Background: an optimization exercise with open tools, aiming at small area, a short achievable clock period and few clock cycles per item. Do not read the settings as production practice.
The RTL was checked by simulation tests, not by an equivalence proof against the original design.
No activity file was given, so power comes from the tool's default toggle rates.

Design running_mean_stddev, start of the top module:
module running_mean_stddev #(
    parameter int MAX_COUNT   = 65536,
    parameter int FRAC_BITS   = 16
) (
    input  logic        aclk,
    input  logic        aresetn,
    input  logic        s_axis_tvalid,
    output logic        s_axis_tready,
    input  logic [15:0] s_axis_tdata,    
    input  logic        s_axis_tlast,
    output logic        m_axis_tvalid,
    input  logic        m_axis_tready,
    output logic [87:0] m_axis_tdata,    
    input  logic        psel,
    input  logic        penable,
    input  logic        pwrite,
    input  logic [1:0]  paddr,
    input  logic [31:0] pwdata,
    output logic [31:0] prdata,
    output logic        pready
);
    localparam int CW = rms_pkg::CNT_W;
    localparam int SW = rms_pkg::SUM_W;
    localparam int QW = rms_pkg::SQ_W;
    localparam logic [2:0] A_IDLE  = 3'd0;
    localparam logic [2:0] A_PREP1 = 3'd1;
    localparam logic [2:0] A_PREP2 = 3'd2;
    localparam logic [2:0] A_RUN   = 3'd3;
    localparam logic [2:0] A_DONE  = 3'd4;
    logic mode_reg;
    always_ff @(posedge aclk) begin
        if (!aresetn) mode_reg <= 1'b0;
        else if (psel && penable && pwrite && paddr == 2'd0) mode_reg <= pwdata[0];
    end
    assign pready = 1'b1;
    assign prdata = {31'd0, mode_reg};
    logic        f0_v, f0_l, f0_m;
    logic [14:0] f0_y;         
    logic        f0_s;         
    logic        g_reg;        
    logic        rdy_reg;      
    logic        aok_reg;      
    logic [2:0]  a_st;
    logic [4:0]  a_step;
    logic        b_run, b_valid;
    logic [4:0]  b_step;
    logic acc_in, f0_hold, f0_go, a_load, b_free, a_hand;
    assign s_axis_tready = rdy_reg;
    assign acc_in  = s_axis_tvalid && rdy_reg;
    assign f0_hold = f0_v && f0_l && !aok_reg;
  ...
clock: 11.0 ns
lec_check: 0
abc_area: 1
cap_margin: 10
core_margin: 2
core_utilization: 50
setup_slack_margin: 5
slew_margin: 10
run.sh (not shown) runs the stock make flow with config.mk's settings and CLKGATE_MAP_FILE= SYNTH_SCRIPT=/design/flow/synth_recipe.tcl, a recipe that flattens the netlist after the stock synthesis.
The starting point completed with no timing, DRC or antenna violations.
Testbench counts at the start, summed over its fixed seeds: cycles 12,376, items 320.
Next try:
Settings changed: CAP_MARGIN 10 to 20, SLEW_MARGIN 10 to 20, TNS_END_PERCENT set to 20.
Outcome: The changed run went through all stages and came out clean. Worst hold slack degrades by 0.010 ns. Global-route usage is about the same. Total power decreases by 0.63%. Wire length came out lower by 0.32%. Setup slack is better by 0.042 ns. Die area stays the same. Utilization barely changes.
Next try:
Settings changed: CORE_UTILIZATION 50 to 45, TNS_END_PERCENT 20 to not set.
Power went down by 0.53%; die area goes up by 11%; wire length goes up by about 0.5%; combinational power is about the same.
Next try:
Settings changed: CORE_UTILIZATION 45 to 50, CTS_CLUSTER_SIZE set to 30.
=> The new run produced a clean layout; worst setup slack improves by 0.12 ns; die area went down by 9.9%; register-to-register slack gains 0.12 ns; synthesized area does not change; clock skew came out higher by 0.013 ns; design area hardly moves.
Next try:
Settings changed: CTS_CLUSTER_SIZE 30 to not set.
Result: The new run finished clean; final area stays the same; synthesized cell count stays the same; setup slack is unchanged; wire length stays the same; core utilization does not change; clock-buffer cell count is unchanged.

* * *

running_mean_stddev, a different RTL version from the one above (not shown whole).
Size in the first run: ~670 flip-flops, about 180 I/O pins.
clock: 11.0 ns
lec_check: 0
cap_margin: 20
core_margin: 2
core_utilization: 40
setup_slack_margin: 5
slew_margin: 20
The first run finished clean.
Testbench counts at the start, summed over its fixed seeds: cycles 12,376, items 320.
Rerun with:
Settings changed: ABC_AREA set to 1.
Result: The changed run finished with timing, DRC and antenna clean. Die area fell by 2.4%. Sequential share of layout area rose by 0.73 points. Sequential power is about the same. Via count fell by 0.82%. Power fell by 3.4%. Combinational power fell by about 5%. Hold slack improves by 0.018 ns. Cell area fell by 2.2%.

* * *

running_mean_stddev with an RTL version that a note above also has.
Size in the first run: roughly 180 I/O pins, about 0.045 mm² of cells after synthesis.
// running_mean_stddev
module running_mean_stddev #(
    parameter int MAX_COUNT   = 65536,
    parameter int FRAC_BITS   = 16
) (
    input  logic        aclk,
    input  logic        aresetn,
    input  logic        s_axis_tvalid,
    output logic        s_axis_tready,
    input  logic [15:0] s_axis_tdata,    
    input  logic        s_axis_tlast,
    output logic        m_axis_tvalid,
    input  logic        m_axis_tready,
    output logic [87:0] m_axis_tdata,    
    input  logic        psel,
    input  logic        penable,
    input  logic        pwrite,
    input  logic [1:0]  paddr,
    input  logic [31:0] pwdata,
    output logic [31:0] prdata,
    output logic        pready
);
export LEC_CHECK = 0
export ABC_AREA = 1
export CAP_MARGIN = 20
export CORE_MARGIN = 2
export CORE_UTILIZATION = 50
export CTS_CLUSTER_SIZE = 40
export SETUP_SLACK_MARGIN = 5
export SLEW_MARGIN = 20
create_clock -name core_clock -period 11.0 [get_ports {aclk}]
The baseline produced a clean layout.
Testbench counts at the start, summed over its fixed seeds: cycles 12,376, items 320.
Next try:
CTS_CLUSTER_SIZE = not set   (was 40)
PLACE_DENSITY = 0.7   (was not set)
Effect: The new run passed the timing, DRC and antenna checks. Fmax falls by 1.9%. Core utilization fell by 0.28 points. Synthesized cell count is unchanged.

-- separate check: timing with driven ports --
How much do the figures lean on ideal ports? The routed layouts below were timed once more, with nothing changed but the port constraints. Step 1 sets driving cells, clkbuf_16 on the clock port and buf_2 on the other inputs (assumed; they add their load-dependent delay and slew). Step 2 times the ports against the registers' clock, not the clock port: input delays grow and output delays shrink by t, the midpoint of the rising clock arrivals with the driver on. Slacks: no drivers / after step 1 / after step 2; pairs: no drivers / after step 1.
| run | t, ns | setup slack, ns | latest minus earliest clock arrival (ns) | pins driven straight from the clock port |
|---|---|---|---|---|
| the first run of note 1 | 0.700 | 5.481 / 5.481 / 5.052 | 0.038 / 0.038 | 1 |
| the second run of note 1 | 0.687 | 5.523 / 5.523 / 5.282 | 0.028 / 0.028 | 1 |
| the third run of note 1 | 0.701 | 5.397 / 5.397 / 5.397 | 0.018 / 0.018 | 1 |
| the fourth run of note 1 | 0.690 | 5.515 / 5.515 / 5.290 | 0.030 / 0.031 | 1 |
| the fifth run of note 1 | 0.690 | 5.515 / 5.515 / 5.290 | 0.030 / 0.031 | 1 |
| the first run of note 2 | 0.705 | 5.268 / 5.268 / 4.758 | 0.032 / 0.032 | 1 |
| the second run of note 2 | 0.710 | 5.323 / 5.323 / 5.162 | 0.027 / 0.027 | 1 |
| the first run of note 3 | 0.690 | 5.515 / 5.515 / 5.290 | 0.030 / 0.031 | 1 |
| the second run of note 3 | 0.702 | 5.406 / 5.406 / 5.379 | 0.036 / 0.035 | 1 |
After both steps every run listed still meets setup and hold. The setup slack of the first run of note 2, which loses most, moves by 0.000 ns with the drivers and by -0.510 ns with both steps.
